Context: an optimization exercise on an open-source flow, tuned for a short achievable clock period and few clock cycles per item. The choices shown serve that exercise and are no tape-out recipe.
Only simulation tests tie the RTL to the original design; equivalence was not proved.
Power is estimated from default activity; no workload was simulated.

indigo:
// elastic_memory_responder
module elastic_memory_responder
#(
  parameter int DATA_WIDTH    = elastic_memory_responder_pkg::DATA_WIDTH,
  parameter int ADDRESS_WIDTH = elastic_memory_responder_pkg::ADDRESS_WIDTH,
  parameter int MEM_DEPTH     = elastic_memory_responder_pkg::DEFAULT_MEM_DEPTH,
  parameter int READ_CYCLE    = elastic_memory_responder_pkg::LOAD_CYCLE
) (
  input  logic                     clk,
  input  logic                     reset,
  input  logic                     start_exec,
  input  logic                     init_write,
  input  logic [ADDRESS_WIDTH-1:0] init_address,
  input  logic [DATA_WIDTH-1:0]    init_data,
  input  logic                     req_valid,
  output logic                     req_stop,
  input  logic                     req_write,
  input  logic [ADDRESS_WIDTH-1:0] req_address,
  input  logic [DATA_WIDTH-1:0]    req_write_data,
  output logic                     resp_valid,
  input  logic                     resp_stop,
  output logic [DATA_WIDTH-1:0]    resp_data
);
Size in the first run: roughly 8500 cells after synthesis, about 4600 flip-flops, ~0.16 sq mm of cells after synthesis.
export LEC_CHECK = 0
export ABC_CLOCK_PERIOD_IN_PS = 2000
export CAP_MARGIN = 20
export CORE_MARGIN = 2
export CORE_UTILIZATION = 55
export SETUP_SLACK_MARGIN = 2.5
export SLEW_MARGIN = 20
create_clock -name core_clock -period 5.0 [get_ports {clk}]
standard.sh (not shown) runs the stock make flow with config.mk's settings and CLKGATE_MAP_FILE= SYNTH_SCRIPT=/design/flow/synth_recipe.tcl, a recipe that flattens the netlist after the stock synthesis.
==> flow/flow/run.sh <==
#!/bin/bash
# Standard layout, with plain buffers (not delay cells) on the ports and resizing free to
# change a cell's footprint. Full make output goes to standard_flow.log in the work folder.
set -euo pipefail
bash standard.sh \
  "BUFFER_PORTS_ARGS=-buffer_cell sky130_fd_sc_hd__buf_4" \
  MATCH_CELL_FOOTPRINT=0 \
  finish > standard_flow.log 2>&1
Testbench counts of indigo, summed over its fixed seeds: cycles 24,028, items 24,000.
#### Input delta (zinc over indigo)
==> flow/run.sh (new file) <==
#!/bin/bash
# synth_recipe.tcl (not shown) runs the flow's synth.tcl, then flattens the netlist and writes it again
# the make line also repeats each setting of config.mk as NAME=value (left out here)
make -C /OpenROAD-flow-scripts/flow DESIGN_CONFIG=/design/flow/config.mk WORK_HOME=/design/flow/orfs CLKGATE_MAP_FILE= SYNTH_SCRIPT=/design/flow/synth_recipe.tcl finish
removed: flow/flow/run.sh
removed: flow/standard.sh
--- outcome ---
Relative to indigo, non-clock buffer count has gone up in zinc. Going from indigo to zinc, the worst setup slack was found to have gone down by 0.024 ns. In the metrics for zinc and indigo, the one carrying the lower post-CTS setup-driven buffer insertion count is indigo. Compared with indigo, zinc shows a higher area added between synthesis and finish. zinc vs. indigo: power rose 1.2%; utilization increased 0.31 points; number of global-route vias before repair held. Comparing zinc with indigo, the switching share of power came out essentially unchanged. Per the comparison of zinc with indigo, async set-or-reset flop fraction in the synthesized netlist was more or less identical, met1 layer wirelength in the final routing went up by 2000 um.

The RTL this note starts from:
==> flow/design.v <==
package elastic_memory_responder_pkg;
  localparam int DATA_WIDTH        = 16;
  localparam int ADDRESS_WIDTH     = 10;
  localparam int LOAD_CYCLE        = 3;
  localparam int DEFAULT_MEM_DEPTH = 256;
endpackage
module memory_array
#(
  parameter int DATA_WIDTH = elastic_memory_responder_pkg::DATA_WIDTH,
  parameter int GROUP      = 16,
  parameter int NGROUP     = 16
) (
  input  logic                         clk,
  input  logic [NGROUP*GROUP-1:0]      i_wen,
  input  logic [NGROUP*GROUP-1:0]      i_rsel,
  input  logic [DATA_WIDTH-1:0]        i_wdata,
  output logic [NGROUP*DATA_WIDTH-1:0] o_part
);
  for (genvar g = 0; g < NGROUP; g++) begin : g_grp
    logic [DATA_WIDTH-1:0] w_sel_word [GROUP];
    for (genvar j = 0; j < GROUP; j++) begin : g_row
      logic [DATA_WIDTH-1:0] r_word;
      always_ff @(posedge clk) begin
        if (i_wen[g*GROUP + j]) begin
          r_word <= i_wdata;
        end
      end
      assign w_sel_word[j] = {DATA_WIDTH{i_rsel[g*GROUP + j]}} & r_word;
    end
    always_comb begin
      o_part[g*DATA_WIDTH +: DATA_WIDTH] = '0;
      for (int j = 0; j < GROUP; j++) begin
        o_part[g*DATA_WIDTH +: DATA_WIDTH] = o_part[g*DATA_WIDTH +: DATA_WIDTH] | w_sel_word[j];
      end
    end
  end
endmodule
module elastic_memory_responder
#(
  parameter int DATA_WIDTH    = elastic_memory_responder_pkg::DATA_WIDTH,
  parameter int ADDRESS_WIDTH = elastic_memory_responder_pkg::ADDRESS_WIDTH,
  parameter int MEM_DEPTH     = elastic_memory_responder_pkg::DEFAULT_MEM_DEPTH,
  parameter int READ_CYCLE    = elastic_memory_responder_pkg::LOAD_CYCLE
) (
  input  logic                     clk,
  input  logic                     reset,
  input  logic                     start_exec,
  input  logic                     init_write,
  input  logic [ADDRESS_WIDTH-1:0] init_address,
  input  logic [DATA_WIDTH-1:0]    init_data,
  input  logic                     req_valid,
  output logic                     req_stop,
  input  logic                     req_write,
  input  logic [ADDRESS_WIDTH-1:0] req_address,
  input  logic [DATA_WIDTH-1:0]    req_write_data,
  output logic                     resp_valid,
  input  logic                     resp_stop,
  output logic [DATA_WIDTH-1:0]    resp_data
);
  localparam int GROUP  = 16;
  localparam int NGROUP = MEM_DEPTH / GROUP;
  localparam int FDEPTH = 8;                   
  localparam int FPW    = $clog2(FDEPTH);
  localparam int OCW    = $clog2(FDEPTH) + 2;  
  logic r_exec_en;
  logic r_req_stop;
  logic r_full;
  logic w_req_fire;
  logic w_resp_fire;
  assign w_req_fire = req_valid & ~r_req_stop;
  always_ff @(posedge clk) begin
    if (reset) begin
      r_exec_en <= 1'b0;
    end else if (start_exec) begin
      r_exec_en <= 1'b1;
    end
  end
  always_ff @(posedge clk) begin
    r_req_stop <= reset | ~(r_exec_en | start_exec) | r_full;
  end
  logic                     w_req_we;
  logic                     w_init_we;
  logic                     w_rd;
  logic [GROUP-1:0]         w_req_lo;
  logic [NGROUP-1:0]        w_req_hi;
  logic [GROUP-1:0]         w_init_lo;
  logic [NGROUP-1:0]        w_init_hi;
  logic [MEM_DEPTH-1:0]     r_a_wen;
  logic [MEM_DEPTH-1:0]     r_a_rsel;
  logic [DATA_WIDTH-1:0]    r_a_data;
  logic                     r_a_rd;
  assign w_req_we  = w_req_fire & req_write & (req_address[ADDRESS_WIDTH-1:8] == '0);
  assign w_init_we = init_write & ~r_exec_en & (init_address[ADDRESS_WIDTH-1:8] == '0);
  assign w_rd      = w_req_fire & ~req_write & ~reset;
  always_comb begin
    for (int i = 0; i < 16; i++) begin
      w_req_lo[i]  = (req_address[3:0] == 4'(i));
      w_req_hi[i]  = (req_address[7:4] == 4'(i));
      w_init_lo[i] = (init_address[3:0] == 4'(i));
      w_init_hi[i] = (init_address[7:4] == 4'(i));
    end
  end
  always_ff @(posedge clk) begin
    for (int g = 0; g < NGROUP; g++) begin
      for (int j = 0; j < GROUP; j++) begin
        r_a_wen[g*GROUP + j]  <= (w_req_we & w_req_hi[g] & w_req_lo[j])
                               | (w_init_we & w_init_hi[g] & w_init_lo[j]);
        r_a_rsel[g*GROUP + j] <= w_rd & (req_address[ADDRESS_WIDTH-1:8] == '0)
                               & w_req_hi[g] & w_req_lo[j];
      end
    end
    r_a_data <= r_exec_en ? req_write_data : init_data;
    r_a_rd   <= w_rd;
  end
  logic [NGROUP*DATA_WIDTH-1:0] w_a_part;
  memory_array #(
    .DATA_WIDTH (DATA_WIDTH),
    .GROUP      (GROUP),
    .NGROUP     (NGROUP)
  ) u_memory_array (
    .clk     (clk),
    .i_wen   (r_a_wen),
    .i_rsel  (r_a_rsel),
    .i_wdata (r_a_data),
    .o_part  (w_a_part)
  );
  logic [NGROUP*DATA_WIDTH-1:0] r_b_part;
  logic                         r_b_rd;
  logic [DATA_WIDTH-1:0]        w_b_rdata;
  always_ff @(posedge clk) begin
    r_b_part <= w_a_part;
    r_b_rd   <= r_a_rd & ~reset;
  end
  always_comb begin
    w_b_rdata = '0;
    for (int g = 0; g < NGROUP; g++) begin
      w_b_rdata = w_b_rdata | r_b_part[g*DATA_WIDTH +: DATA_WIDTH];
    end
  end
  logic [DATA_WIDTH-1:0] r_c_rdata;
  logic                  r_c_rd;
  always_ff @(posedge clk) begin
    r_c_rdata <= w_b_rdata;
    r_c_rd    <= r_b_rd & ~reset;
  end
  logic [DATA_WIDTH-1:0] r_buf [FDEPTH];
  logic [FPW-1:0]        r_wr_ptr;
  logic [FPW-1:0]        r_head;
  logic [FPW-1:0]        r_head_p1;
  logic [FPW:0]          r_bcnt;
  logic                  r_resp_valid;
  logic [DATA_WIDTH-1:0] r_resp_data;
  logic                  w_push;
  logic [DATA_WIDTH-1:0] w_cand_fire;
  logic [DATA_WIDTH-1:0] w_cand_hold;
  logic [FPW:0]          w_bcnt_next;
  assign w_push      = r_c_rd;
  assign w_resp_fire = r_resp_valid & ~resp_stop;
  assign w_cand_fire = (r_bcnt == (FPW+1)'(1)) ? r_c_rdata : r_buf[r_head_p1];
  assign w_cand_hold = (r_bcnt == '0)          ? r_c_rdata : r_buf[r_head];
  assign w_bcnt_next = r_bcnt + (FPW+1)'(w_push) - (FPW+1)'(w_resp_fire);
  always_ff @(posedge clk) begin
    if (w_push) begin
      r_buf[r_wr_ptr] <= r_c_rdata;
    end
  end
  always_ff @(posedge clk) begin
    if (reset) begin
      r_wr_ptr  <= '0;
      r_head    <= '0;
      r_head_p1 <= FPW'(1);
      r_bcnt    <= '0;
    end else begin
      r_wr_ptr  <= r_wr_ptr + FPW'(w_push);
      r_head    <= r_head + FPW'(w_resp_fire);
      r_head_p1 <= r_head_p1 + FPW'(w_resp_fire);
      r_bcnt    <= w_bcnt_next;
    end
  end
  always_ff @(posedge clk) begin
    r_resp_valid <= ~reset & (w_bcnt_next != '0);
    r_resp_data  <= w_resp_fire ? w_cand_fire : w_cand_hold;
  end
  logic           r_fire_d;
  logic [OCW-1:0] r_ocnt;
  logic [OCW-1:0] w_ocnt_next;
  assign w_ocnt_next = r_ocnt + OCW'(r_a_rd) - OCW'(r_fire_d);
  always_ff @(posedge clk) begin
    if (reset) begin
      r_fire_d <= 1'b0;
      r_ocnt   <= '0;
      r_full   <= 1'b0;
    end else begin
      r_fire_d <= w_resp_fire;
      r_ocnt   <= w_ocnt_next;
      r_full   <= (w_ocnt_next >= OCW'(FDEPTH - 2));
    end
  end
  assign req_stop   = r_req_stop;
  assign resp_valid = r_resp_valid;
  assign resp_data  = r_resp_data;
endmodule
export LEC_CHECK = 0
export ABC_CLOCK_PERIOD_IN_PS = 2000
export CAP_MARGIN = 20
export CORE_MARGIN = 2
export CORE_UTILIZATION = 55
export SETUP_SLACK_MARGIN = 3.0
export SLEW_MARGIN = 20
create_clock -name core_clock -period 5.0 [get_ports {clk}]
==> flow/flow/run.sh <==
#!/bin/bash
# Standard layout, with plain buffers (not delay cells) on the ports and resizing free to
# change a cell's footprint. Full make output goes to standard_flow.log in the work folder.
set -euo pipefail
bash standard.sh \
  "BUFFER_PORTS_ARGS=-buffer_cell sky130_fd_sc_hd__buf_4" \
  MATCH_CELL_FOOTPRINT=0 \
  finish > standard_flow.log 2>&1
The baseline completed and failed the layout checks on max-capacitance violations, max-slew violations.
Testbench counts at the start, summed over its fixed seeds: cycles 24,028, items 24,000.
==> next run, changes <==
SETUP_SLACK_MARGIN = 2.7   (was 3.0)
The changed run passed the timing, design-rule and antenna checks.
Core utilization drops by 1.5 points.
Sequential share of layout area goes up by 1.7 points.
Final area decreases by about 2.4%.
Routed wire length came out lower by 1.2%.
Count of clock-buffer cells in the layout goes down by 25.
Non-clock buffer count came out lower by 63.
Maximum frequency drops by about 0.3%.
Via count goes down by 0.73%.
Worst setup slack is worse by 0.0075 ns.
Hold slack loses 0.012 ns.
Area after synthesis stays the same.

-- re-timing with driven ports --
In the flow no input, the clock included, has a driving cell. The finished layouts below were timed again as built, in two steps. Step 1 (the two cells are an assumption about what drives the block):
set clk [get_ports {clk}]
set_driving_cell -lib_cell sky130_fd_sc_hd__clkbuf_16 $clk
set_driving_cell -lib_cell sky130_fd_sc_hd__buf_2 [delete_from_list [all_inputs] $clk]
Step 2 times the ports against the registers' clock, not the clock port: input delays grow and output delays shrink by t, the midpoint of the rising clock arrivals with the driver on. a / b / c = no drivers / after step 1 / after step 2; a / b = the first two.
| run | shift t [ns] | setup WS [ns] | worst setup path at the end | latest minus earliest clock arrival (ns) |
|---|---|---|---|---|
| indigo | 1.035 | 2.476 / 2.380 / 1.850 | input to register | 0.065 / 0.066 |
| zinc | 1.048 | 2.452 / 2.399 / 1.745 | input to register | 0.038 / 0.038 |
| the first run of note 2 | 1.078 | 2.540 / 2.434 / 1.609 | input to register | 0.073 / 0.073 |
| the second run of note 2 | 1.077 | 2.532 / 2.431 / 1.632 | input to register | 0.079 / 0.079 |
The setup slack of the first run of note 2, which loses most, moves by -0.106 ns with the drivers and by -0.931 ns with both steps.
